Context: an optimization exercise on an open-source flow, tuned for small area and a short achievable clock period. The choices shown serve that exercise and are no tape-out recipe.
Where RTL was checked, it was by simulation tests only, not by an equivalence proof against the original.
Only the layout flow was run in runs 1 and 2; the RTL was not checked for function there.
Power figures rest on the tool's default switching activity, not on a simulated workload.

`design/flow/config.mk`:
```
export PLATFORM = sky130hd
export DESIGN_NAME = isp_top
export DESIGN_NICKNAME = isp_top
export VERILOG_FILES = /design/flow/design.v
export SDC_FILE = /design/flow/constraint.sdc
export NUM_CORES = 4
export LEC_CHECK = 0
export CAP_MARGIN = 20
export CORE_MARGIN = 2
export CORE_UTILIZATION = 60
export SLEW_MARGIN = 20
```
`design/flow/constraint.sdc`:
```
create_clock -name core_clock -period 16.0 [get_ports {pixel_clk}]
set_input_delay 3.2000 -clock core_clock [delete_from_list [all_inputs] [get_ports {pixel_clk}]]
set_output_delay 3.2000 -clock core_clock [all_outputs]
set_load 0.01 [all_outputs]
```
`design/flow/design.v`:
```
package isp_video_pkg;
    localparam int PIX_WIDTH  = 10;
    localparam int IMG_WIDTH  = 16;
    localparam int IMG_HEIGHT = 8;
    typedef logic [PIX_WIDTH-1:0]           pix_t;
    typedef logic [$clog2(IMG_WIDTH)-1:0]   col_t;
    typedef logic [$clog2(IMG_HEIGHT)-1:0]  row_t;
    typedef logic [PIX_WIDTH+3:0]           sum_t;
    typedef struct packed {
        pix_t data;
        logic user;
        logic last;
        logic valid;
    } pix_beat_t;
    typedef struct packed {
        pix_t p00;
        pix_t p01;
        pix_t p02;
        pix_t p10;
        pix_t p11;
        pix_t p12;
        pix_t p20;
        pix_t p21;
        pix_t p22;
        logic user;
        logic last;
        logic valid;
    } win3x3_t;
endpackage
package isp_ctrl_pkg;
    typedef logic [9:0] thresh_t;
    typedef struct packed {
        logic    dpc_en;
        thresh_t dpc_threshold;
        logic    gauss_en;
    } isp_cfg_t;
endpackage
`timescale 1ns/1ps
module isp_window_3x3
#(
    parameter int DEPTH = 34
)
(
    input  logic                  pixel_clk,
    input  logic                  shift,
    input  logic [9:0]            pix_in,
    output logic [DEPTH:1][9:0]   dl
);
    always_ff @(posedge pixel_clk)
    begin
        if (shift)
            dl <= {dl[DEPTH-1:1], pix_in};
    end
endmodule
`timescale 1ns/1ps
module isp_dpc
(
    input  logic       dpc_en,
    input  logic [9:0] dpc_threshold,
    input  logic       top_ok,
    input  logic       left_ok,
    input  logic [9:0] p00,
    input  logic [9:0] p01,
    input  logic [9:0] p02,
    input  logic [9:0] p10,
    input  logic [9:0] p11,
    input  logic [9:0] p12,
    input  logic [9:0] p20,
    input  logic [9:0] p21,
    input  logic [9:0] p22,
    output logic [9:0] mid
);
    logic [9:0] q01;
    logic [9:0] q10;
    logic [7:0][9:0] nb;
    logic [7:0] nb_ok;
    logic [10:0] lo_lim;
    logic [10:0] hi_lim;
    logic zero_below;
    logic [7:0] below;
    logic [7:0] above;
    logic [11:0] orth_sum;
    assign q01 = p01 & {10{top_ok}};
    assign q10 = p10 & {10{left_ok}};
    assign nb    = {p00, q01, p02, q10, p12, p20, p21, p22};
    assign nb_ok = {top_ok && left_ok, 1'b1, top_ok, 1'b1, 1'b1, left_ok, 1'b1, 1'b1};
    logic [10:0] lo_c;
    logic [10:0] hi_c;
    always_comb
    begin
        lo_c[0] = 1'b1;
        hi_c[0] = 1'b0;
        for (int b = 0; b < 10; b++)
        begin
            lo_lim[b]  = p11[b] ^ !dpc_threshold[b] ^ lo_c[b];
            lo_c[b+1]  = (p11[b] & !dpc_threshold[b]) | (p11[b] & lo_c[b]) | (!dpc_threshold[b] & lo_c[b]);
            hi_lim[b]  = p11[b] ^ dpc_threshold[b] ^ hi_c[b];
            hi_c[b+1]  = (p11[b] & dpc_threshold[b]) | (p11[b] & hi_c[b]) | (dpc_threshold[b] & hi_c[b]);
        end
        lo_lim[10] = !lo_c[10];
        hi_lim[10] = hi_c[10];
    end
    assign zero_below = !lo_lim[10] && (|lo_lim[9:0]);
    logic [9:0] lo_n;
    logic [9:0] hi_n;
    logic [7:0][10:0] lt_c;
    logic [7:0][10:0] gt_c;
    assign lo_n = ~lo_lim[9:0];
    assign hi_n = ~hi_lim[9:0];
    always_comb
    begin
        for (int i = 0; i < 8; i++)
        begin
            lt_c[i][0] = 1'b1;
            gt_c[i][0] = 1'b0;
            for (int b = 0; b < 10; b++)
            begin
                lt_c[i][b+1] = (nb[i][b] & lo_n[b]) | (nb[i][b] & lt_c[i][b]) | (lo_n[b] & lt_c[i][b]);
                gt_c[i][b+1] = (nb[i][b] & hi_n[b]) | (nb[i][b] & gt_c[i][b]) | (hi_n[b] & gt_c[i][b]);
            end
            below[i] = nb_ok[i] ? !lt_c[i][10] : zero_below;
            above[i] = nb_ok[i] && gt_c[i][10];
        end
    end
    logic [11:0] cs_s1, cs_k1, cs_s2, cs_k2;
    logic [12:0] cs_r;
    always_comb
    begin
        cs_s1 = '0;
        cs_k1 = '0;
        cs_s2 = '0;
        cs_k2 = '0;
        for (int b = 0; b < 10; b++)
        begin
            cs_s1[b]   = q01[b] ^ q10[b] ^ p12[b];
            cs_k1[b+1] = (q01[b] & q10[b]) | (q01[b] & p12[b]) | (q10[b] & p12[b]);
        end
        for (int b = 0; b < 11; b++)
        begin
            cs_s2[b]   = cs_s1[b] ^ cs_k1[b] ^ (b < 10 ? p21[b] : 1'b0);
            cs_k2[b+1] = (cs_s1[b] & cs_k1[b]) | ((cs_s1[b] | cs_k1[b]) & (b < 10 ? p21[b] : 1'b0));
        end
        cs_r[0] = 1'b0;
        for (int b = 0; b < 12; b++)
        begin
            orth_sum[b] = cs_s2[b] ^ cs_k2[b] ^ cs_r[b];
            cs_r[b+1]   = (cs_s2[b] & cs_k2[b]) | (cs_s2[b] & cs_r[b]) | (cs_k2[b] & cs_r[b]);
        end
    end
    assign mid = (dpc_en && ((!lo_lim[10] && (&below)) || (!hi_lim[10] && (&above))))
               ? orth_sum[11:2] : p11;
endmodule
`timescale 1ns/1ps
module isp_add3
#(
    parameter int N = 12
)
(
    input  logic [N-1:0] a,
    input  logic [N-1:0] b,
    input  logic [N-1:0] c,
    output logic [N-1:0] y
);
    logic [N-1:0] s;
    logic [N:0]   k;
    logic [N:0]   r;
    always_comb
    begin
        k[0] = 1'b0;
        for (int i = 0; i < N; i++)
        begin
            s[i]   = a[i] ^ b[i] ^ c[i];
            k[i+1] = (a[i] & b[i]) | (a[i] & c[i]) | (b[i] & c[i]);
        end
        r[0] = 1'b0;
        for (int i = 0; i < N; i++)
        begin
            y[i]   = s[i] ^ k[i] ^ r[i];
            r[i+1] = (s[i] & k[i]) | (s[i] & r[i]) | (k[i] & r[i]);
        end
    end
endmodule
module isp_gauss
(
    input  logic        gauss_en,
    input  logic [9:0]  m_top,       
    input  logic [9:0]  m_mid,       
    input  logic [9:0]  m_new,       
    input  logic [11:0] v_c1,        
    input  logic [11:0] v_c2,        
    input  logic [9:0]  m_ctr,       
    output logic [11:0] v_c0,        
    output logic [9:0]  out
);
    logic [13:0] total;
    isp_add3 #(.N(12)) u_vsum (
        .a ({2'b00, m_top}),
        .b ({1'b0, m_mid, 1'b0}),
        .c ({2'b00, m_new}),
        .y (v_c0)
    );
    isp_add3 #(.N(14)) u_hsum (
        .a ({2'b00, v_c2}),
        .b ({1'b0, v_c1, 1'b0}),
        .c ({2'b00, v_c0}),
        .y (total)
    );
    assign out = gauss_en ? total[13:4] : m_ctr;
endmodule
`timescale 1ns/1ps
module isp_top
(
    input  logic    pixel_clk,
    input  logic    rst_n,
    input  isp_video_pkg::pix_t    s_axis_tdata,
    input  logic    s_axis_tuser,
    input  logic    s_axis_tlast,
    input  logic    s_axis_tvalid,
    output logic    s_axis_tready,
    output isp_video_pkg::pix_t    m_axis_tdata,
    output logic    m_axis_tuser,
    output logic    m_axis_tlast,
    output logic    m_axis_tvalid,
    input  logic    m_axis_tready,
    input  logic    dpc_en,
    input  isp_ctrl_pkg::thresh_t dpc_threshold,
    input  logic    gauss_en
);
    localparam int W = 16;
    logic adv;
    logic take;
    logic [9:0] thr;
    logic [9:0] m_data;
    logic m_last, m_valid;
    logic m_c1, m_c2, m_r1, m_r2;
    logic m_user, m_ok;
    logic nt_c1, nt_c2, nt_r1, nt_r2;
    logic cur_c1, cur_c2, cur_r1, cur_r2;
    logic [2*W+2:1][9:0] dl_in;
    logic [2*W:1][9:0] dl_m;
    logic [9:0] dpc_mid;
    logic [11:0] v_c0, v_c1, v_c2;
    logic [9:0] smooth;
    logic [9:0] out_data;
    logic out_user, out_last, out_valid;
    assign adv           = m_axis_tready;
    assign s_axis_tready = m_axis_tready;
    assign take          = adv && s_axis_tvalid;
    always_ff @(posedge pixel_clk)
        thr <= dpc_threshold;
    always_ff @(posedge pixel_clk or negedge rst_n)
    begin
        if (!rst_n)
        begin
            m_valid   <= 1'b0;
            out_valid <= 1'b0;
        end
        else if (adv)
        begin
            m_valid   <= s_axis_tvalid;
            out_valid <= m_valid;
        end
    end
    assign nt_c1 = !m_last;
    assign nt_c2 = !m_last && m_c1;
    assign nt_r1 = m_last || m_r1;
    assign nt_r2 = m_last ? m_r1 : m_r2;
    assign cur_c1 = nt_c1 && !s_axis_tuser;
    assign cur_c2 = nt_c2 && !s_axis_tuser;
    assign cur_r1 = nt_r1 && !s_axis_tuser;
    assign cur_r2 = nt_r2 && !s_axis_tuser;
    isp_window_3x3 #(.DEPTH(2*W+2)) u_dl_in (
        .pixel_clk (pixel_clk),
        .shift     (take),
        .pix_in    (s_axis_tdata),
        .dl        (dl_in)
    );
    isp_dpc u_dpc (
        .dpc_en        (dpc_en),
        .dpc_threshold (thr),
        .top_ok        (nt_r2),
        .left_ok       (nt_c2),
        .p00 (dl_in[2*W+2]),
        .p01 (dl_in[2*W+1]),
        .p02 (dl_in[2*W]),
        .p10 (dl_in[W+2]),
        .p11 (dl_in[W+1]),
        .p12 (dl_in[W]),
        .p20 (dl_in[2]),
        .p21 (dl_in[1]),
        .p22 (s_axis_tdata),
        .mid (dpc_mid)
    );
    always_ff @(posedge pixel_clk)
    begin
        if (take)
        begin
            m_data <= dpc_mid & {10{cur_r1 && cur_c1}};
            m_last <= s_axis_tlast;
            m_c1   <= cur_c1;
            m_c2   <= cur_c2;
            m_r1   <= cur_r1;
            m_r2   <= cur_r2;
            v_c1   <= v_c0;
            v_c2   <= v_c1;
        end
    end
    assign m_user = !m_r1 && !m_c1;
    assign m_ok   = m_r1 && m_c1;
    isp_window_3x3 #(.DEPTH(2*W)) u_dl_m (
        .pixel_clk (pixel_clk),
        .shift     (take),
        .pix_in    (m_data),
        .dl        (dl_m)
    );
    isp_gauss u_gauss (
        .gauss_en (gauss_en),
        .m_top    (dl_m[2*W] & {10{m_r2}}),
        .m_mid    (dl_m[W]),
        .m_new    (m_data),
        .v_c1     (v_c1),
        .v_c2     (v_c2 & {12{m_c2}}),
        .m_ctr    (dl_m[W+1]),
        .v_c0     (v_c0),
        .out      (smooth)
    );
    always_ff @(posedge pixel_clk)
    begin
        if (adv)
        begin
            out_data <= smooth & {10{m_ok}};
            out_user <= m_user;
            out_last <= m_last;
        end
    end
    assign m_axis_tdata  = out_data;
    assign m_axis_tuser  = out_user;
    assign m_axis_tlast  = out_last;
    assign m_axis_tvalid = out_valid;
endmodule
```
`design/flow/flow/run.sh`:
```
#!/bin/bash
# The standard ORFS layout, with repair_timing (floorplan, CTS and global
# route stages) aiming at a setup slack of SETUP_SLACK_MARGIN ns instead of
# 0 ns, so the layout is optimised towards a shorter clock period than the
# 16 ns it is constrained and signed off at; and a leaner clock tree.
set -euo pipefail
export SETUP_SLACK_MARGIN=9.6
export CTS_ARGS="-sink_clustering_enable -repair_clock_nets -sink_clustering_size 20 -buf_list sky130_fd_sc_hd__clkbuf_4 -dont_use_dummy_load"
bash standard.sh > standard.log 2>&1
```
`design/flow/standard.sh`:
```
#!/bin/bash
# synth_recipe.tcl (not shown) runs the flow's synth.tcl, then flattens the netlist and writes it again
# the make line also repeats each setting of config.mk as NAME=value (left out here)
make -C /OpenROAD-flow-scripts/flow DESIGN_CONFIG=/design/flow/config.mk WORK_HOME=/design/flow/orfs CLKGATE_MAP_FILE= SYNTH_SCRIPT=/design/flow/synth_recipe.tcl "${@:-finish}"
```
==> results.json, run 1 <==
{
  "synth_xor_area_frac": 0.000327,
  "clock_sinks": 723,
  "crit_chain": "and2_4 > fa_1 > ha_2 > inv_2 > fa_2 > inv_2 > fa_2 > inv_2 > fa_2 > fa_2 > inv_2 > fa_1 > inv_2 > fa_2 > fa_2 > fa_2 > fa_2 > fa_2 > fa_2 > fa_2 > inv_2 > fa_1 > mux2i_1 > nor2_1",
  "synth_top_family_by_area": "adder cells",
  "grt_pass1_wl_mm": 72.2,
  "yosys-top-cells-area": "edfxtp_1, fa_1, inv_1",
  "drt_iter0_markers": 1099,
  "routed_via_density": 5.66,
  "p_sw_w": 0.000862,
  "drv_cap": 0,
  "grt_start_max_net_pins": 194,
  "final_cells": 2229,
  "numCtsBuffers": 175,
  "slew_headroom": 0.276,
  "synthAdderAreaFrac": 0.0749,
  "reg2reg_depth": 24,
  "ys_ff_latch": 723,
  "use_met3": 0.0600,
  "synth_nets": 1530,
  "cp-end-kind": "flip-flop",
  "ys.flop_type": "edfxtp_1",
  "async_reset_ff_frac": 0.00277,
  "rsz0062_at_grt": "yes",
  "fin_skew_ns": 0.0866,
  "grt_pass1_vias": 12662,
  "drtPass1Iterations": 5,
  "seq_area_um2": 21600,
  "power_leakage_nw": 10.2,
  "cts_tree": "built",
  "holdPathEnd": "u_dl_in.dl[269]",
  "fmax_ghz": 0.145,
  "std_cell_rows": 77,
  "drc": 0,
  "whs_path_depth": 0,
  "synth-edff-count": 711,
  "vias": 12624,
  "hpwl_mm": 28.9,
  "r2r-end": "out_data[8]",
  "yosys.area_share.simple": 0.0417,
  "gr-max-usage-layer": "met1",
  "netSwitchingFraction": 0.235,
  "grt_antenna_before_repair": 2,
  "p_per_area_nw_per_um2": 123,
  "synth_compound_area_frac": 0.0456,
  "portBuffers": 41,
  "grt.overflow.total": 0,
  "final-max-slew-violation-count": 0,
  "clk_latency_ns": 0.95,
  "setup_viol": 0,
  "root_buffer": "clkbuf_4",
  "nets": 1748,
  "min_period_ns": 6.92,
  "syn_area_um2": 26800,
  "ys_warn_count": 6,
  "chipWidth_um": 215,
  "fill_cells": 3043,
  "hp-class": "reg2reg",
  "drive_above_1_share": 0.176,
  "cts_buffer_depth": 3,
  "critPathMaxStageDelay_ns": 0.54,
  "netlist.area_leader.share": 0.796,
  "hold_viol": 0,
  "synth_seq_area_share": 0.806,
  "io_pins": 42,
  "routed_wl_mm": 47.5,
  "ctsHoldBuffers": 0,
  "yosysTopAreaCell": "edfxtp_1",
  "place_congestion": 0.897,
  "syn_inst": 1414,
  "whs_ns": 0.330,
  "p_comb_frac": 0.101,
  "cts_max_level": 4,
  "hp-start": "u_dl_in.dl[259]",
  "clkSlewWorstSetupHoldPaths_ns": 0.06,
  "die_area_um2": 46400,
  "crit_fanout": 4,
  "pwr-share-seq": 0.601,
  "met2_usage": 0.303,
  "grt_use_total": 0.213,
  "synthToLayoutAreaGrowth_pct": 11.0,
  "internal_power_w": 0.00281,
  "critPathKind": "reg2reg",
  "cp_common_cell": "fa_2",
  "outcome": "finished clean",
  "crit_slowest_cell": "fa_1",
  "finalCritPeriodShare": 0.432,
  "worstPathRequired_ns": 16.66,
  "start_kind": "flip-flop",
  "wl_per_cell_um": 21.3,
  "initial_core_util": 0.608,
  "cp_data_arrival_time_ns": 7.58,
  "tightestPinTransition_ns": 1.09,
  "synth_cell_types": 62,
  "synthMuxAreaShare": 0.00910,
  "power.share.clock": 0.298,
  "die_y_um": 215,
  "core-area_um2": 44100,
  "grt_util_met1": 0.307,
  "regToRegStartpoint": "m_r2",
  "postRouteAntennaNets": 0,
  "r2r_slack_ns": 9.08,
  "multi_input_area_um2": 4860,
  "ir_drop_v": 0.0000850,
  "avgSynthCellArea_um2": 19.0,
  "total_power_w": 0.00367,
  "dp_cells": 2021,
  "setup_tns_ns": 0
}
repair_timing:
item                                    4_1_cts  5_1_grt
pin swaps                                    18       25
endpoints found under the setup margin       15       15
gates cloned                                  1        1
buffers inserted                              8       16
resized for setup                            33       43
cell usage after synthesis (all sizes together) (4+ instances only):
| master | number |
|---|---|
| o21ai | 20 |
| edfxtp | 711 |
| a221oi | 7 |
| ha | 5 |
| a21oi | 35 |
| o211ai | 9 |
| a22o | 5 |
| o221ai | 4 |
| a221o | 5 |
| and2 | 44 |
| nor4 | 6 |
| mux2i | 21 |
| nor3 | 7 |
| dfxtp | 10 |
| o2111ai | 4 |
| nand3b | 4 |
| o22ai | 16 |
| a2111oi | 6 |
| nor2b | 10 |
| maj3 | 28 |
| a22oi | 11 |
| nand2b | 22 |
| inv | 120 |
| clkbuf | 26 |
| o31ai | 8 |
| fa | 83 |
| nand2 | 50 |
| a31oi | 12 |
| buf | 7 |
| nand4 | 6 |
| nor2 | 50 |
| a211oi | 7 |
| nand3 | 11 |
per-layer routing:
metal | share of wire | up-vias
li1 | - | 5785
met1 | 0.45 | 6351
met2 | 0.46 | 401
met3 | 0.062 | 87
met4 | 0.029 | 0
met5 | 0 | -
power groups by stage:
stage	clock, W	sequential, W	combinational (W)
CTS	0.00115	0.00221	0.000353
global route	0.00125	0.00221	0.000416
floorplan	0	0.00224	0.000240
finish	0.00109	0.00221	0.000369
detailed placement	0	0.00225	0.000343
global placement	0	0.00224	0.000337
cells by family (layout without fill, tap and decap cells):
| group | count (synthesis) | in the layout |
|---|---|---|
| xor+xnor | 1 | 1 |
| mux | 24 | 24 |
| flops | 723 | 723 |
| compound gates | 174 | 174 |
| fa+ha+maj | 116 | 116 |
| simple gates | 220 | 220 |
| buf+inv | 156 | 372 |
| other cells | 0 | 7 |
critical path: cells and delay by family (launching register included):
family | cells | cell delay, ns
buf+inv | 6 | 0.30
mux | 1 | 0.14
flops | 1 | 0.45
fa+ha+maj | 15 | 5.52
simple gates | 2 | 0.24
cell type report:
| cell class | instances | area share |
|---|---|---|
| Multi-Input combinational cell | 535 | 0.163 |
| Clock buffer | 175 | 0.0441 |
| Tap cell | 592 | 0.0249 |
| Antenna cell | 7 | 0.000589 |
| Sequential cell | 723 | 0.726 |
| Timing Repair Buffer | 74 | 0.0259 |
| Inverter | 123 | 0.0155 |
cells in the final DEF, fill, tap and decap left out, types with 15 or more instances in the layout:
master	Yosys	layout
edfxtp_1	711	711
clkbuf_4	0	175
inv_1	120	110
nand2_1	50	50
nor2_1	50	50
fa_1	83	50
and2_1	43	41
clkdlybuf4s50_1	0	39
a21oi_1	35	33
fa_2	0	33
maj3_1	25	25
buf_4	1	25
mux2i_1	21	21
nand2b_1	22	20
o21ai_0	20	19
o22ai_1	16	15
sequential cells by signal, indices dropped and copies added (netlist names), 10 cells and up:
| name | cells |
|---|---|
| out_data | 10 |
| v_c2 | 12 |
| u_dl_m.dl | 320 |
| u_dl_in.dl | 340 |
| v_c1 | 12 |
| m_data | 10 |
| thr | 10 |
worst max-delay path by stage:
| stage | start | endpoint | slack [ns] |
|---|---|---|---|
| 3_5_place_dp | m_axis_tready | s_axis_tready | 7.92 |
| 6_report | m_r2 | out_data[8] | 9.08 |
| 4_1_cts | m_r2 | out_data[8] | 9.00 |
| 5_1_grt | m_r2 | out_data[8] | 8.86 |
| 3_3_place_gp | m_axis_tready | s_axis_tready | 7.96 |
| 2_1_floorplan | m_axis_tready | m_c1 | 7.53 |
metrics by stage:
| step | worst slack [ns] | instance area (um^2) | utilization |
|---|---|---|---|
| 6_report | 9.08 | 29800 | 0.674 |
| 3_5_place_dp | 7.92 | 27900 | 0.633 |
| 3_3_place_gp | 7.96 | 27900 | 0.633 |
| 5_1_grt | 8.86 | 29800 | 0.674 |
| 4_1_cts | 9.00 | 29400 | 0.667 |
| 2_1_floorplan | 7.53 | 26900 | - |
==> run 2, diff against run 1 <==
==> design/flow/flow/run.sh (replaced) <==
#!/bin/bash
# The standard ORFS layout, with repair_timing (floorplan, CTS and global
# route stages) aiming at a setup slack of SETUP_SLACK_MARGIN ns instead of
# 0 ns, so the layout is optimised towards a shorter clock period than the
# 16 ns it is constrained and signed off at; and a leaner clock tree.
set -euo pipefail
export SETUP_SLACK_MARGIN=9.4
export CTS_ARGS="-sink_clustering_enable -repair_clock_nets -sink_clustering_size 30 -buf_list sky130_fd_sc_hd__clkbuf_8 -dont_use_dummy_load"
bash standard.sh > standard.log 2>&1
==> results.json, run 2 <==
{
  "p_comb_frac": 0.096,
  "ys_ff_latch": 723,
  "setup_viol": 0,
  "initial_core_util": 0.608,
  "grt_pass1_wl_mm": 70.9,
  "setup_tns_ns": 0,
  "ys.flop_type": "edfxtp_1",
  "yosysTopAreaCell": "edfxtp_1",
  "drtPass1Iterations": 5,
  "fmax_ghz": 0.144,
  "top_register": "u_dl_in.dl",
  "die_y_um": 215,
  "pwr-share-seq": 0.591,
  "drive_above_1_share": 0.137,
  "cts_buffer_depth": 3,
  "power.share.clock": 0.314,
  "die_area_um2": 46400,
  "ys_warn_count": 6,
  "io_pins": 42,
  "yosys-top-cells-area": "edfxtp_1, fa_1, inv_1",
  "clkSlewWorstSetupHoldPaths_ns": 0.05,
  "place_ws_ns": 7.93,
  "synth_cell_types": 62,
  "synth_nets": 1530,
  "critPathMaxStageDelay_ns": 0.54,
  "wl_per_cell_um": 21.8,
  "hp-class": "reg2reg",
  "p_sw_w": 0.000838,
  "slew_headroom": 0.245,
  "grt_start_max_net_pins": 211,
  "dp_cells": 2020,
  "critPathKind": "reg2reg",
  "async_reset_ff_frac": 0.00277,
  "clock_sinks": 723,
  "whs_ns": 0.322,
  "grt_antenna_before_repair": 1,
  "fin_skew_ns": 0.0987,
  "drv_cap": 0,
  "synth_common_cells": "edfxtp_1, inv_1, fa_1",
  "final_cell_mix": "edfxtp_1, inv_1, clkbuf_8",
  "internal_power_w": 0.00290,
  "rsz0062_at_grt": "yes",
  "std_cell_rows": 77,
  "final-max-slew-violation-count": 0,
  "top_regs": "u_dl_in.dl x340, u_dl_m.dl x320",
  "place_congestion": 0.888,
  "chipWidth_um": 215,
  "cp_common_cell": "fa_2",
  "synth-edff-count": 711,
  "vias": 12329,
  "final_common_cell": "edfxtp_1",
  "crit_fanout": 4,
  "cp-end-kind": "flip-flop",
  "cp_data_arrival_time_ns": 7.33,
  "grt.overflow.total": 0,
  "outcome": "finished clean",
  "min_period_ns": 6.94,
  "fin_ws_ns": 9.06,
  "hold_viol": 0,
  "crit_slowest_cell": "fa_1",
  "ctsHoldBuffers": 0,
  "grt_use_total": 0.206,
  "core-area_um2": 44100,
  "cts_max_level": 3,
  "netlist.area_leader.share": 0.796,
  "final_cells": 2158,
  "numCtsBuffers": 108,
  "drc": 0,
  "largest_reg_flops": 340,
  "routed_via_density": 5.71,
  "path_buf_inv": 6,
  "p_per_area_nw_per_um2": 125,
  "routed_wl_mm": 47.0,
  "finalCritPeriodShare": 0.434,
  "root_buffer": "clkbuf_8",
  "syn_inst": 1414,
  "power_leakage_nw": 10.2,
  "drt_iter0_markers": 1229,
  "worstPathRequired_ns": 16.40,
  "ir_drop_v": 0.0000956,
  "start_kind": "flip-flop",
  "fill_cells": 2952,
  "grt_pass1_vias": 12346,
  "post-synth-top-count-cell": "edfxtp_1",
  "synth_seq_area_share": 0.806,
  "avgSynthCellArea_um2": 19.0,
  "nets": 1683,
  "postRouteAntennaNets": 0,
  "synthToLayoutAreaGrowth_pct": 11.4,
  "cts_tree": "built",
  "hpwl_mm": 28.9,
  "crit_chain": "and2_4 > fa_1 > ha_2 > inv_2 > fa_2 > inv_2 > fa_2 > inv_2 > fa_2 > fa_2 > fa_2 > fa_2 > inv_2 > fa_1 > inv_2 > fa_2 > fa_2 > fa_2 > fa_2 > fa_2 > inv_2 > fa_2 > mux2i_1 > nor2_1",
  "tightestPinTransition_ns": 1.13,
  "crit_family": "adder cells",
  "netSwitchingFraction": 0.224,
  "portBuffers": 41,
  "syn_area_um2": 26800,
  "clk_latency_ns": 0.68
}
## run 2: cell counts after synthesis
Identical to the previous run, type by type.
## run 2: repair_timing
item,in CTS,in global routing
setup buffers,10,17
cloned,1,1
pin swaps,13,12
gates resized for setup,46,23
setup endpoints to repair,23,14
## run 2: final cells by class
type                    count  area (um^2)  share of cell area
flip-flops and latches    723        21600               0.723
multi-input cells         535         4800               0.161
clock buffers             108         1490              0.0498
repair buffers             76          771              0.0258
well taps                 592          741              0.0248
inverters                 123          462              0.0155
diodes                      1         2.50           0.0000838
## run 2: per-layer routing
metal	part of all wire	global-route usage	vias to the layer above
met5	0	0	-
met4	0.030	0.0786	0
met3	0.056	0.0476	100
met2	0.46	0.302	364
met1	0.46	0.307	6292
li1	-	-	5573
## run 2: final timing paths
| check | startpoint | endpoint | slack (ns) | cells after the start |
|---|---|---|---|---|
| setup / recovery | m_r2 | out_data[8] | 9.06 | 24 |
| hold / removal | u_dl_in.dl[185] | u_dl_in.dl[195] | 0.32 | 0 |
| setup reg to reg | m_r2 | out_data[8] | 9.06 | 24 |
| min in group asynchronous | rst_n | out_valid | 2.69 | 1 |
| max in group asynchronous | rst_n | m_valid | 13.19 | 1 |
| hold reg to reg | u_dl_in.dl[185] | u_dl_in.dl[195] | 0.32 | 0 |
## run 2: worst reg2reg max path, delay by kind of cell (launching register included)
family	cells	cell delay, ns
adder cells (fa/ha/maj)	15	5.55
AND/OR/NAND/NOR	2	0.24
flip-flops	1	0.45
multiplexers	1	0.14
buffers and inverters	6	0.30
## run 2: cell families (layout without fill, tap and decap cells)
kind of cell    count (synthesis)  in the layout  share of synthesized area
compound gates                174            174                     0.0456
xor+xnor                        1              1                   0.000327
fa+ha+maj                     116            116                     0.0749
buf+inv                       156            307                     0.0226
flops                         723            723                      0.806
mux                            24             24                    0.00910
other cells                     0              1                          0
simple gates                  220            220                     0.0417
## run 2: metrics by stage
step,instance area [um^2],total power (W),utilization
3_5_place_dp,27900,0.00258,0.633
2_1_floorplan,26800,0.00248,-
4_1_cts,29600,0.00378,0.671
5_1_grt,29900,0.00392,0.677
6_report,29900,0.00374,0.677
3_3_place_gp,27900,0.00257,0.633
## run 2: power by group through the flow
stage / Combinational, W / Clock, W / Sequential [W]
after floorplan: 0.000238 / 0 / 0.00224
after global placement: 0.000328 / 0 / 0.00225
after detailed placement: 0.000334 / 0 / 0.00225
after CTS: 0.000348 / 0.00123 / 0.00221
after global routing: 0.000407 / 0.00130 / 0.00221
final: 0.000359 / 0.00117 / 0.00221
==> run 3, diff against run 2 <==
--- a/design/flow/design.v
+++ b/design/flow/design.v
@@ -84,21 +84,41 @@
     assign q10 = p10 & {10{left_ok}};
     assign nb    = {p00, q01, p02, q10, p12, p20, p21, p22};
     assign nb_ok = {top_ok && left_ok, 1'b1, top_ok, 1'b1, 1'b1, left_ok, 1'b1, 1'b1};
-    logic [10:0] lo_c;
-    logic [10:0] hi_c;
+    logic [9:0]  thr_n;
+    logic [5:0]  lo_c, hi_c;
+    logic [5:0]  lo_c0, lo_c1, hi_c0, hi_c1;
+    logic [4:0]  lo_u0, lo_u1, hi_u0, hi_u1;
+    assign thr_n = ~dpc_threshold;
     always_comb
     begin
         lo_c[0] = 1'b1;
         hi_c[0] = 1'b0;
-        for (int b = 0; b < 10; b++)
+        for (int b = 0; b < 5; b++)
         begin
-            lo_lim[b]  = p11[b] ^ !dpc_threshold[b] ^ lo_c[b];
-            lo_c[b+1]  = (p11[b] & !dpc_threshold[b]) | (p11[b] & lo_c[b]) | (!dpc_threshold[b] & lo_c[b]);
-            hi_lim[b]  = p11[b] ^ dpc_threshold[b] ^ hi_c[b];
-            hi_c[b+1]  = (p11[b] & dpc_threshold[b]) | (p11[b] & hi_c[b]) | (dpc_threshold[b] & hi_c[b]);
-        end
-        lo_lim[10] = !lo_c[10];
-        hi_lim[10] = hi_c[10];
+            lo_lim[b] = p11[b] ^ thr_n[b] ^ lo_c[b];
+            lo_c[b+1] = (p11[b] & thr_n[b]) | (p11[b] & lo_c[b]) | (thr_n[b] & lo_c[b]);
+            hi_lim[b] = p11[b] ^ dpc_threshold[b] ^ hi_c[b];
+            hi_c[b+1] = (p11[b] & dpc_threshold[b]) | (p11[b] & hi_c[b]) | (dpc_threshold[b] & hi_c[b]);
+        end
+        lo_c0[0] = 1'b0;
+        lo_c1[0] = 1'b1;
+        hi_c0[0] = 1'b0;
+        hi_c1[0] = 1'b1;
+        for (int b = 0; b < 5; b++)
+        begin
+            lo_u0[b]   = p11[b+5] ^ thr_n[b+5] ^ lo_c0[b];
+            lo_c0[b+1] = (p11[b+5] & thr_n[b+5]) | (p11[b+5] & lo_c0[b]) | (thr_n[b+5] & lo_c0[b]);
+            lo_u1[b]   = p11[b+5] ^ thr_n[b+5] ^ lo_c1[b];
+            lo_c1[b+1] = (p11[b+5] & thr_n[b+5]) | (p11[b+5] & lo_c1[b]) | (thr_n[b+5] & lo_c1[b]);
+            hi_u0[b]   = p11[b+5] ^ dpc_threshold[b+5] ^ hi_c0[b];
+            hi_c0[b+1] = (p11[b+5] & dpc_threshold[b+5]) | (p11[b+5] & hi_c0[b]) | (dpc_threshold[b+5] & hi_c0[b]);
+            hi_u1[b]   = p11[b+5] ^ dpc_threshold[b+5] ^ hi_c1[b];
+            hi_c1[b+1] = (p11[b+5] & dpc_threshold[b+5]) | (p11[b+5] & hi_c1[b]) | (dpc_threshold[b+5] & hi_c1[b]);
+        end
+        lo_lim[9:5] = lo_c[5] ? lo_u1 : lo_u0;
+        lo_lim[10]  = !(lo_c[5] ? lo_c1[5] : lo_c0[5]);
+        hi_lim[9:5] = hi_c[5] ? hi_u1 : hi_u0;
+        hi_lim[10]  = hi_c[5] ? hi_c1[5] : hi_c0[5];
     end
     assign zero_below = !lo_lim[10] && (|lo_lim[9:0]);
     logic [9:0] lo_n;
@@ -151,35 +171,6 @@
                ? orth_sum[11:2] : p11;
 endmodule
 `timescale 1ns/1ps
-module isp_add3
-#(
-    parameter int N = 12
-)
-(
-    input  logic [N-1:0] a,
-    input  logic [N-1:0] b,
-    input  logic [N-1:0] c,
-    output logic [N-1:0] y
-);
-    logic [N-1:0] s;
-    logic [N:0]   k;
-    logic [N:0]   r;
-    always_comb
-    begin
-        k[0] = 1'b0;
-        for (int i = 0; i < N; i++)
-        begin
-            s[i]   = a[i] ^ b[i] ^ c[i];
-            k[i+1] = (a[i] & b[i]) | (a[i] & c[i]) | (b[i] & c[i]);
-        end
-        r[0] = 1'b0;
-        for (int i = 0; i < N; i++)
-        begin
-            y[i]   = s[i] ^ k[i] ^ r[i];
-            r[i+1] = (s[i] & k[i]) | (s[i] & r[i]) | (k[i] & r[i]);
-        end
-    end
-endmodule
 module isp_gauss
 (
     input  logic        gauss_en,
@@ -192,19 +183,67 @@
     output logic [11:0] v_c0,        
     output logic [9:0]  out
 );
+    logic [11:0] vs, vk;
+    logic [13:0] as, ak, bs, bk, hs, hk;
     logic [13:0] total;
-    isp_add3 #(.N(12)) u_vsum (
-        .a ({2'b00, m_top}),
-        .b ({1'b0, m_mid, 1'b0}),
-        .c ({2'b00, m_new}),
-        .y (v_c0)
-    );
-    isp_add3 #(.N(14)) u_hsum (
-        .a ({2'b00, v_c2}),
-        .b ({1'b0, v_c1, 1'b0}),
-        .c ({2'b00, v_c0}),
-        .y (total)
-    );
+    logic [12:0] vr;
+    logic [7:0]  lo_c;
+    logic [6:0]  hi0, hi1;
+    logic [7:0]  hc0, hc1;
+    logic [10:0] va, vb, vc;
+    logic [12:0] bc;
+    assign va = {1'b0, m_top};
+    assign vb = {m_mid, 1'b0};
+    assign vc = {1'b0, m_new};
+    assign bc = {v_c1, 1'b0};
+    always_comb
+    begin
+        vs = '0;
+        vk = '0;
+        for (int i = 0; i < 11; i++)
+        begin
+            vs[i]   = va[i] ^ vb[i] ^ vc[i];
+            vk[i+1] = (va[i] & vb[i]) | (va[i] & vc[i]) | (vb[i] & vc[i]);
+        end
+        vr[0] = 1'b0;
+        for (int i = 0; i < 12; i++)
+        begin
+            v_c0[i] = vs[i] ^ vk[i] ^ vr[i];
+            vr[i+1] = (vs[i] & vk[i]) | (vs[i] & vr[i]) | (vk[i] & vr[i]);
+        end
+        as = '0;
+        ak = '0;
+        for (int i = 0; i < 12; i++)
+        begin
+            as[i]   = vs[i] ^ vk[i] ^ v_c2[i];
+            ak[i+1] = (vs[i] & vk[i]) | (vs[i] & v_c2[i]) | (vk[i] & v_c2[i]);
+        end
+        bs = '0;
+        bk = '0;
+        for (int i = 0; i < 13; i++)
+        begin
+            bs[i]   = as[i] ^ ak[i] ^ bc[i];
+            bk[i+1] = (as[i] & ak[i]) | (as[i] & bc[i]) | (ak[i] & bc[i]);
+        end
+        hs = bs;
+        hk = bk;
+        lo_c[0] = 1'b0;
+        for (int i = 0; i < 7; i++)
+        begin
+            total[i]  = hs[i] ^ hk[i] ^ lo_c[i];
+            lo_c[i+1] = (hs[i] & hk[i]) | (hs[i] & lo_c[i]) | (hk[i] & lo_c[i]);
+        end
+        hc0[0] = 1'b0;
+        hc1[0] = 1'b1;
+        for (int i = 0; i < 7; i++)
+        begin
+            hi0[i]   = hs[i+7] ^ hk[i+7] ^ hc0[i];
+            hc0[i+1] = (hs[i+7] & hk[i+7]) | (hs[i+7] & hc0[i]) | (hk[i+7] & hc0[i]);
+            hi1[i]   = hs[i+7] ^ hk[i+7] ^ hc1[i];
+            hc1[i+1] = (hs[i+7] & hk[i+7]) | (hs[i+7] & hc1[i]) | (hk[i+7] & hc1[i]);
+        end
+        total[13:7] = lo_c[7] ? hi1 : hi0;
+    end
     assign out = gauss_en ? total[13:4] : m_ctr;
 endmodule
 `timescale 1ns/1ps
==> results.json, run 3 <==
{
  "synth-edff-count": 711,
  "fmax_ghz": 0.149,
  "crit_chain": "buf_6 > buf_12 > buf_6",
  "grt_start_max_net_pins": 207,
  "routed-wl-met2_mm": 24.1,
  "crit_fanout": 2,
  "crit_family": "buffers and inverters",
  "hp-class": "reg2reg",
  "drive_above_1_share": 0.0970,
  "finalCritPeriodShare": 0.421,
  "routed_via_density": 5.86,
  "ir_drop_v": 0.0000915,
  "grt_pass1_vias": 13101,
  "top_register": "u_dl_in.dl",
  "yosys-top-cells-area": "edfxtp_1, fa_1, inv_1",
  "synth_cell_types": 85,
  "synthToLayoutAreaGrowth_pct": 9.43,
  "final_cells": 2219,
  "drc": 0,
  "cts_buffer_depth": 3,
  "synth_seq_area_share": 0.785,
  "avgSynthCellArea_um2": 18.3,
  "critPathKind": "in2out",
  "drt_iter0_markers": 1206,
  "final_common_cell": "edfxtp_1",
  "min_period_ns": 6.73,
  "ctsHoldBuffers": 0,
  "p_per_area_nw_per_um2": 124,
  "clkSlewWorstSetupHoldPaths_ns": 0.06,
  "crit_slowest_cell": "buf_12",
  "power_leakage_nw": 10.2,
  "async_reset_ff_frac": 0.00277,
  "slew_headroom": 0.273,
  "wl_met1_mm": 22.4,
  "cts_max_level": 3,
  "grt_antenna_before_repair": 1,
  "numCtsBuffers": 106,
  "fin_skew_ns": 0.0716,
  "rsz0062_at_grt": "yes",
  "cp-end-kind": "output port",
  "grt_pass1_wl_mm": 76.7,
  "routed_wl_mm": 50.5,
  "ys_ff_latch": 723,
  "grt.overflow.total": 0,
  "grt_use_total": 0.220,
  "die_y_um": 218,
  "top_regs": "u_dl_in.dl x340, u_dl_m.dl x320",
  "cp_data_arrival_time_ns": 3.53,
  "root_buffer": "clkbuf_8",
  "io_pins": 42,
  "ys.flop_type": "edfxtp_1",
  "netlist.area_leader.share": 0.776,
  "cp_common_cell": "buf_6",
  "clock_sinks": 723,
  "wl_per_cell_um": 22.7,
  "syn_inst": 1501,
  "clk_latency_ns": 0.68,
  "chipWidth_um": 218,
  "dp_cells": 2112,
  "final-max-slew-violation-count": 0,
  "worstPathRequired_ns": 12.80,
  "postRouteAntennaNets": 0,
  "tightestPinTransition_ns": 1.09,
  "place_congestion": 0.932,
  "core-area_um2": 45300,
  "initial_core_util": 0.608,
  "synth_nets": 1628,
  "cts_tree": "built",
  "synth_common_cells": "edfxtp_1, inv_1, fa_1",
  "top_layer": "met4",
  "drtPass1Iterations": 5,
  "nets": 1748,
  "antenna_cells": 0,
  "yosysTopAreaCell": "edfxtp_1",
  "syn_area_um2": 27500,
  "hold_viol": 0,
  "setup_tns_ns": 0,
  "outcome": "finished clean",
  "final_cell_mix": "edfxtp_1, clkbuf_8, inv_1",
  "path_buf_inv": 3,
  "hpwl_mm": 32.3,
  "portBuffers": 41,
  "ys_warn_count": 5,
  "wl_met3_mm": 2.98,
  "drv_cap": 0,
  "critPathMaxStageDelay_ns": 0.12,
  "largest_reg_flops": 340,
  "setup_viol": 0,
  "die_area_um2": 47600,
  "vias": 13000,
  "post-synth-top-count-cell": "edfxtp_1",
  "std_cell_rows": 78,
  "start_kind": "input pin"
}
==> run 3: cell count changes after synthesis, sizes merged, moves of 13 or more <==
cell | before | now
nor2 | 50 | 64
inv | 120 | 90
or2 | 3 | 16
mux2i | 21 | 8
ha | 5 | 25
xnor2 | 0 | 13
nand2b | 22 | 8
==> run 3: logic make-up after synthesis <==
group,synth area share
AO/OA/AOI/OAI,0.0628
XOR/XNOR,0.00700
adder cells (fa/ha/maj),0.0725
buffers and inverters,0.0190
flip-flops,0.785
multiplexers,0.00414
AND/OR/NAND/NOR,0.0496
==> run 3: metal layers <==
layer  global-route usage  vias to the layer above
met5                    0                        -
met4               0.0649                        0
met3               0.0450                       75
met2                0.343                      363
met1                0.318                     6622
li1                     -                     5940
==> run 3: path summary, 6_finish.rpt <==
| check | startpoint | to | slack [ns] | cells after the start |
|---|---|---|---|---|
| setup reg to reg | m_r2 | m_data[8] | 9.75 | 17 |
| max in group asynchronous | rst_n | out_valid | 13.14 | 1 |
| hold / removal | u_dl_in.dl[217] | u_dl_in.dl[227] | 0.36 | 0 |
| setup / recovery | m_axis_tready | s_axis_tready | 9.27 | 3 |
| hold reg to reg | u_dl_in.dl[217] | u_dl_in.dl[227] | 0.36 | 0 |
| min in group asynchronous | rst_n | m_valid | 2.73 | 1 |
==> run 3: area by class of cell <==
cell class	instances	area (um^2)
inverter	90	338
clock buffer	106	1460
tap	600	751
multi-input combinational	647	5430
fill	2997	15200
timing repair buffer	53	544
sequential	723	21600
==> run 3: power breakdown <==
part           internal (W)  switching (W)  total [W]
sequential          0.00217      0.0000408    0.00221
clock              0.000581       0.000587    0.00117
combinational      0.000145       0.000226   0.000372
==> run 3: what timing repair did <==
item                                    4_1_cts  5_1_grt
endpoints found under the setup margin        1       11
setup buffers                                 1        0
gates resized for setup                      13        5
gates cloned                                  0        0
==> run 3: through the flow <==
step	hold WS [ns]	total power [W]	area, um^2	setup WS (ns)	util
floorplan	0.400	0.00250	27500	7.53	-
global placement	0.400	0.00261	28600	8.26	0.632
detailed placement	0.405	0.00262	28600	8.28	0.632
CTS	0.336	0.00379	30100	9.27	0.665
global route	0.339	0.00391	30100	9.26	0.665
finish	0.356	0.00375	30100	9.27	0.665
==> run 4, diff against run 3 <==
==> design/flow/flow/run.sh (replaced) <==
#!/bin/bash
# Layout flow: the standard ORFS flow (standard.sh) with three changes.
#  - ABC maps the logic with an area-oriented script (abc_area_nf.script) in
#    place of ORFS's abc_speed.script; ORFS's scripts are copied to a local
#    folder and only that one file is replaced.
#  - repair_timing (floorplan, CTS and global-route stages) aims at a setup
#    slack of SETUP_SLACK_MARGIN ns, optimising towards a shorter period
#    than the 16 ns the design is constrained and signed off at.
#  - a leaner clock tree: larger sink clusters, clkbuf_8, no dummy loads.
# Each tool's output goes to the ORFS logs under orfs/logs; make's output
# goes to standard.log.
set -euo pipefail
rm -rf scripts_local
cp -r "$FLOW_HOME/scripts" scripts_local
cp flow/abc_area_nf.script scripts_local/abc_speed.script
export SETUP_SLACK_MARGIN=9.4
export CTS_ARGS="-sink_clustering_enable -repair_clock_nets -sink_clustering_size 30 -buf_list sky130_fd_sc_hd__clkbuf_8 -dont_use_dummy_load"
bash standard.sh SCRIPTS_DIR="$PWD/scripts_local" finish > standard.log 2>&1
==> design/flow/flow/abc_area_nf.script (new file) <==
&get -n
&st
&dc2
&dch -f
&nf -R 1000
&put
topo
stime -c
==> results.json, run 4 <==
{
  "portBuffers": 41,
  "root_buffer": "clkbuf_8",
  "cts_buffer_depth": 3,
  "crit_fanout": 3,
  "drv_cap": 0,
  "grt.overflow.total": 0,
  "grt_pass1_wl_mm": 65.0,
  "io_pins": 42,
  "synth_nets": 1415,
  "outcome": "finished clean",
  "ys_ff_latch": 723,
  "tightestPinTransition_ns": 1.07,
  "crit_family": "buffers and inverters",
  "timing.critical_path.from": "m_axis_tready",
  "cts_tree": "built",
  "power_leakage_nw": 9.40,
  "grt_pass1_vias": 11695,
  "clock_sinks": 723,
  "ys.flop_type": "edfxtp_1",
  "start_kind": "input pin",
  "yosysTopAreaCell": "edfxtp_1",
  "cp_data_arrival_time_ns": 3.41,
  "yosys-top-cells-area": "edfxtp_1, fa_1, a22oi_1",
  "clkSlewWorstSetupHoldPaths_ns": 0.05,
  "syn_inst": 1288,
  "grt_start_max_net_pins": 196,
  "numCtsBuffers": 109,
  "drt_iter0_markers": 1082,
  "drive_above_1_share": 0.0920,
  "slew_headroom": 0.285,
  "routed_wl_mm": 41.9,
  "netlist.area_leader.share": 0.817,
  "core-area_um2": 43000,
  "ys_warn_count": 5,
  "synthToLayoutAreaGrowth_pct": 10.9,
  "setup_tns_ns": 0,
  "path_buf_inv": 2,
  "whs_ns": 0.385,
  "hold_viol": 0,
  "final_common_cell": "edfxtp_1",
  "crit_chain": "buf_16 > buf_6",
  "synth_cell_types": 41,
  "routed_via_density": 5.71,
  "r2r_slack_ns": 9.74,
  "worstPathRequired_ns": 12.80,
  "final_cell_mix": "edfxtp_1, clkbuf_8, clkinv_1",
  "grt_use_total": 0.193,
  "die_area_um2": 45200,
  "synth-edff-count": 711,
  "fmax_ghz": 0.151,
  "postRouteAntennaNets": 0,
  "regToRegStartpoint": "m_last",
  "antenna_cells": 0,
  "critPathKind": "in2out",
  "final-max-slew-violation-count": 0,
  "hp-class": "reg2reg",
  "r2r-end": "m_data[8]",
  "die_y_um": 213,
  "std_cell_rows": 76,
  "avgSynthCellArea_um2": 20.3,
  "min_period_ns": 6.61,
  "clk_latency_ns": 0.65,
  "grt_antenna_before_repair": 0,
  "place_ws_ns": 7.87,
  "whs_path_depth": 0,
  "rsz0062_at_grt": "yes",
  "synth_seq_area_share": 0.827,
  "top_register": "u_dl_in.dl",
  "wl_per_cell_um": 20.5,
  "vias": 11653,
  "hpwl_mm": 24.7,
  "chipWidth_um": 213,
  "drc": 0,
  "endpoint": "s_axis_tready",
  "nets": 1585,
  "async_reset_ff_frac": 0.00277,
  "setup_viol": 0,
  "initial_core_util": 0.608,
  "fin_ws_ns": 9.39,
  "synth_common_cells": "edfxtp_1, clkinv_1, fa_1",
  "cts_max_level": 3,
  "critPathMaxStageDelay_ns": 0.11,
  "worst-path-stages": 2,
  "p_per_area_nw_per_um2": 128,
  "cp-end-kind": "output port",
  "ir_drop_v": 0.0000940,
  "fin_skew_ns": 0.0342,
  "largest_reg_flops": 340,
  "place_congestion": 0.864,
  "crit_slowest_cell": "buf_6",
  "post-synth-top-count-cell": "edfxtp_1",
  "reg2reg_depth": 17,
  "drtPass1Iterations": 5,
  "finalCritPeriodShare": 0.413,
  "syn_area_um2": 26100,
  "top_regs": "u_dl_in.dl x340, u_dl_m.dl x320"
}
-- run 4: cell types whose count changed after synthesis, sizes merged, moves of 26 or more --
cell	before	now
nand2	57	22
o22ai	14	46
clkbuf	26	0
nor2	64	37
clkinv	0	76
a22oi	10	43
inv	90	0
-- run 4: where the power goes --
group / internal, W / switching, W / total, W
clock network: 0.000597 / 0.000590 / 0.00119
logic: 0.000123 / 0.000194 / 0.000316
registers: 0.00217 / 0.0000351 / 0.00220
total: 0.00289 / 0.000819 / 0.00371
-- run 4: worst min-delay path by stage --
stage | startpoint | end | slack (ns)
after floorplan | u_dl_in.dl[90] | u_dl_in.dl[100] | 0.40
after global placement | u_dl_in.dl[136] | u_dl_in.dl[146] | 0.40
after CTS | u_dl_in.dl[225] | u_dl_in.dl[235] | 0.38
after detailed placement | u_dl_in.dl[90] | u_dl_in.dl[100] | 0.40
after global routing | u_dl_in.dl[187] | u_dl_in.dl[197] | 0.39
final | u_dl_in.dl[225] | u_dl_in.dl[235] | 0.38
-- run 4: cell type report --
type,instances,area [um^2]
tap,585,732
multi-input combinational,488,4250
clock buffer,109,1500
inverter,76,285
timing repair buffer,60,603
sequential,723,21600
fill,2877,14000
-- run 4: repair_timing --
item                                    CTS  global route
hold buffers                              0             0
buffers inserted                          1             3
resized for setup                        16             7
endpoints found under the setup margin  171           179
-- run 4: kinds of logic after synthesis --
group | count (synthesis) | synth area share
fa+ha+maj | 100 | 0.0691
mux | 3 | 0.00129
xor+xnor | 19 | 0.00637
flops | 723 | 0.827
compound gates | 247 | 0.0627
simple gates | 119 | 0.0226
buf+inv | 77 | 0.0112
-- run 4: per-layer routing --
metal / part of all wire / global-route usage
met1: 0.47 / 0.290
met2: 0.45 / 0.278
met3: 0.053 / 0.0468
met4: 0.028 / 0.0735
met5: 0 / 0
-- run 4: stage by stage --
stage / total power, W / std cells / area, um^2 / util
final: 0.00371 / 2041 / 29000 / 0.674
after global routing: 0.00387 / 2041 / 29000 / 0.674
after CTS: 0.00376 / 2038 / 28900 / 0.673
after detailed placement: 0.00256 / 1928 / 27400 / 0.637
after global placement: 0.00255 / 1928 / 27400 / 0.637
after floorplan: 0.00246 / 1288 / 26100 / -
==> run 5, diff against run 4 <==
--- a/design/flow/flow/run.sh
+++ b/design/flow/flow/run.sh
@@ -7,6 +7,7 @@
 #    slack of SETUP_SLACK_MARGIN ns, optimising towards a shorter period
 #    than the 16 ns the design is constrained and signed off at.
 #  - a leaner clock tree: larger sink clusters, clkbuf_8, no dummy loads.
+#  - port buffers are buf_1 (repair upsizes those on critical paths).
 # Each tool's output goes to the ORFS logs under orfs/logs; make's output
 # goes to standard.log.
 set -euo pipefail
@@ -14,5 +15,6 @@
 cp -r "$FLOW_HOME/scripts" scripts_local
 cp flow/abc_area_nf.script scripts_local/abc_speed.script
 export SETUP_SLACK_MARGIN=9.4
-export CTS_ARGS="-sink_clustering_enable -repair_clock_nets -sink_clustering_size 30 -buf_list sky130_fd_sc_hd__clkbuf_8 -dont_use_dummy_load"
+export CTS_ARGS="-sink_clustering_enable -repair_clock_nets -sink_clustering_size 18 -sink_clustering_max_diameter 80 -buf_list sky130_fd_sc_hd__clkbuf_8 -dont_use_dummy_load"
+export BUFFER_PORTS_ARGS="-buffer_cell sky130_fd_sc_hd__buf_1"
 bash standard.sh SCRIPTS_DIR="$PWD/scripts_local" finish > standard.log 2>&1
==> results.json, run 5 <==
{
  "slew_headroom": 0.310,
  "std_cell_rows": 76,
  "synth_seq_area_share": 0.827,
  "wl_per_cell_um": 20.5,
  "synthAdderAreaFrac": 0.0691,
  "synth_common_cells": "edfxtp_1, clkinv_1, fa_1",
  "drtPass1Iterations": 6,
  "hp-class": "reg2reg",
  "fin_area_um2": 27800,
  "ys_warn_count": 5,
  "die_y_um": 213,
  "hpwl_mm": 24.9,
  "netlist.area_leader.share": 0.817,
  "tightestPinTransition_ns": 1.04,
  "p_per_area_nw_per_um2": 117,
  "cp_data_arrival_time_ns": 3.50,
  "drive_above_1_share": 0.0509,
  "critPathKind": "in2out",
  "synthToLayoutAreaGrowth_pct": 6.53,
  "r2r_slack_ns": 9.73,
  "drv_cap": 0,
  "synth_xor_area_frac": 0.00637,
  "top_register": "u_dl_in.dl",
  "ys.flop_type": "edfxtp_1",
  "synth_compound_area_frac": 0.0627,
  "power_leakage_nw": 8.82,
  "grt_antenna_before_repair": 0,
  "avgSynthCellArea_um2": 20.3,
  "grt_start_max_net_pins": 192,
  "synth_top_family_by_area": "adder cells",
  "cp-end-kind": "output port",
  "postRouteAntennaNets": 0,
  "synth_nets": 1415,
  "drt_iter0_markers": 1270,
  "nets": 1523,
  "final-max-slew-violation-count": 0,
  "total_power_w": 0.00326,
  "fin_util": 0.648,
  "ys_ff_latch": 723,
  "cp_common_cell": "buf_6",
  "dpl_cell_area_um2": 27100,
  "min_period_ns": 6.70,
  "async_reset_ff_frac": 0.00277,
  "clock_sinks": 723,
  "crit_family": "buffers and inverters",
  "critPathMaxStageDelay_ns": 0.11,
  "grt_use_total": 0.182,
  "place_congestion": 0.871,
  "grt_pass1_vias": 10906,
  "routed_via_density": 5.76,
  "cts_buffer_depth": 3,
  "die_area_um2": 45200,
  "whs_ns": 0.406,
  "setup_tns_ns": 0,
  "final_common_cell": "edfxtp_1",
  "yosys-top-cells-area": "edfxtp_1, fa_1, a22oi_1",
  "setup_viol": 0,
  "syn_area_um2": 26100,
  "crit_chain": "buf_1 > buf_6 > buf_6",
  "yosys.area_share.simple": 0.0226,
  "clk_latency_ns": 0.64,
  "hold_viol": 0,
  "core-area_um2": 43000,
  "start_kind": "input pin",
  "clkSlewWorstSetupHoldPaths_ns": 0.10,
  "portBuffers": 41,
  "grt_pass1_wl_mm": 61.2,
  "outcome": "finished clean",
  "crit_slowest_cell": "buf_6",
  "synth-edff-count": 711,
  "synth_cell_types": 41,
  "finalCritPeriodShare": 0.419,
  "io_pins": 42,
  "cts_tree": "built",
  "root_buffer": "clkbuf_8",
  "final_cell_mix": "edfxtp_1, clkinv_1, fa_1",
  "vias": 11402,
  "path_buf_inv": 3,
  "rsz0062_at_grt": "yes",
  "fin_skew_ns": 0.0321,
  "numCtsBuffers": 46,
  "worstPathRequired_ns": 12.80,
  "cts_max_level": 2,
  "post-synth-top-count-cell": "edfxtp_1",
  "crit_fanout": 2,
  "chipWidth_um": 213,
  "routed_wl_mm": 40.6,
  "drc": 0,
  "initial_core_util": 0.608,
  "top_regs": "u_dl_in.dl x340, u_dl_m.dl x320",
  "grt.overflow.total": 0,
  "largest_reg_flops": 340,
  "yosysTopAreaCell": "edfxtp_1",
  "synthMuxAreaShare": 0.00129,
  "fmax_ghz": 0.149,
  "syn_inst": 1288,
  "ir_drop_v": 0.000100
}
==> run 5: through the flow <==
stage          setup WS, ns  cells
5_1_grt                9.28   1979
6_report               9.30   1980
3_3_place_gp           9.09   1929
4_1_cts                9.29   1976
2_1_floorplan          7.53   1288
3_5_place_dp           9.07   1929
==> run 5: layer usage <==
metal,GRT usage,vias to the layer above,part of all wire
li1,-,5219,-
met1,0.276,5774,0.46
met2,0.275,343,0.46
met3,0.0319,66,0.057
met4,0.0584,0,0.023
met5,0,-,0
==> run 5: what timing repair did <==
action | in CTS | in global routing
setup buffers | 1 | 3
resized for setup | 4 | 1
setup endpoints to repair | 2 | 6
hold buffers | 0 | 0
==> run 5: path summary, 6_finish.rpt <==
check,end,cells after the start,from
hold / removal,u_dl_in.dl[224],0,u_dl_in.dl[214]
setup reg to reg,m_data[8],17,m_last
hold reg to reg,u_dl_in.dl[224],0,u_dl_in.dl[214]
setup / recovery,s_axis_tready,3,m_axis_tready
min in group asynchronous,m_valid,1,rst_n
max in group asynchronous,out_valid,1,rst_n
==> run 5: cell families (layout without fill, tap and decap cells) <==
family | after synthesis | count (layout)
DFF | 723 | 723
AOI/OAI and AO/OA | 247 | 247
and+or+nand+nor | 119 | 119
adders and majority gates | 100 | 100
buffers and inverters | 77 | 183
xor gates and xnor gates | 19 | 19
muxes | 3 | 3
other | 0 | 1
==> run 5: power by group <==
| part | switching, W | total, W | leakage (nW) | internal (W) |
|---|---|---|---|---|
| Clock | 0.000509 | 0.000768 | 0.331 | 0.000260 |
| Combinational | 0.000186 | 0.000297 | 1.70 | 0.000111 |
| Sequential | 0.0000349 | 0.00220 | 6.79 | 0.00216 |
| Total | 0.000730 | 0.00326 | 8.82 | 0.00253 |
==> run 5: worst register-to-register path, delay by kind of cell, from the launching register on <==
family	cells	cell delay, ns
adder cells (fa/ha/maj)	11	4.45
multiplexers	1	0.51
flip-flops	1	0.47
AND/OR/NAND/NOR	1	0.31
buffers and inverters	3	0.21
AO/OA/AOI/OAI	1	0.06
==> run 5: area by class of cell <==
cell class	count	area, um^2
Antenna cell	1	2.50
Clock buffer	46	633
Fill cell	2960	15100
Inverter	76	285
Multi-Input combinational cell	488	4250
Sequential cell	723	21600
Tap cell	585	732
Timing Repair Buffer	61	328

==> re-timing with driven ports <==
In the flow no input, the clock included, has a driving cell. The finished layouts below were timed again as built, in two steps. Step 1 assumes that a clkbuf_16 drives the clock port and a buf_2 every other input. Step 2, shift: input delay + t, output delay - t, t = (earliest + latest rising clock arrival at the registers) / 2. This alone moves slack from input paths to output paths. Three values: ideal ports, drivers, drivers and shift; two values: the first two.
run | t (ns) | setup slack, ns | worst register clock-pin slew, ns
run 1 | 0.967 | 9.083 / 9.083 / 9.083 | 0.07 / 0.07
run 2 | 0.688 | 9.061 / 9.061 / 9.061 | 0.06 / 0.06
run 3 | 0.693 | 9.271 / 9.231 / 9.184 | 0.07 / 0.07
run 4 | 0.700 | 9.387 / 9.325 / 9.019 | 0.06 / 0.06
run 5 | 0.675 | 9.297 / 9.270 / 9.246 | 0.11 / 0.11
After both steps setup and hold are still met in every run listed. The setup slack of run 4, which loses most, moves by -0.062 ns with the drivers and by -0.368 ns with both steps.
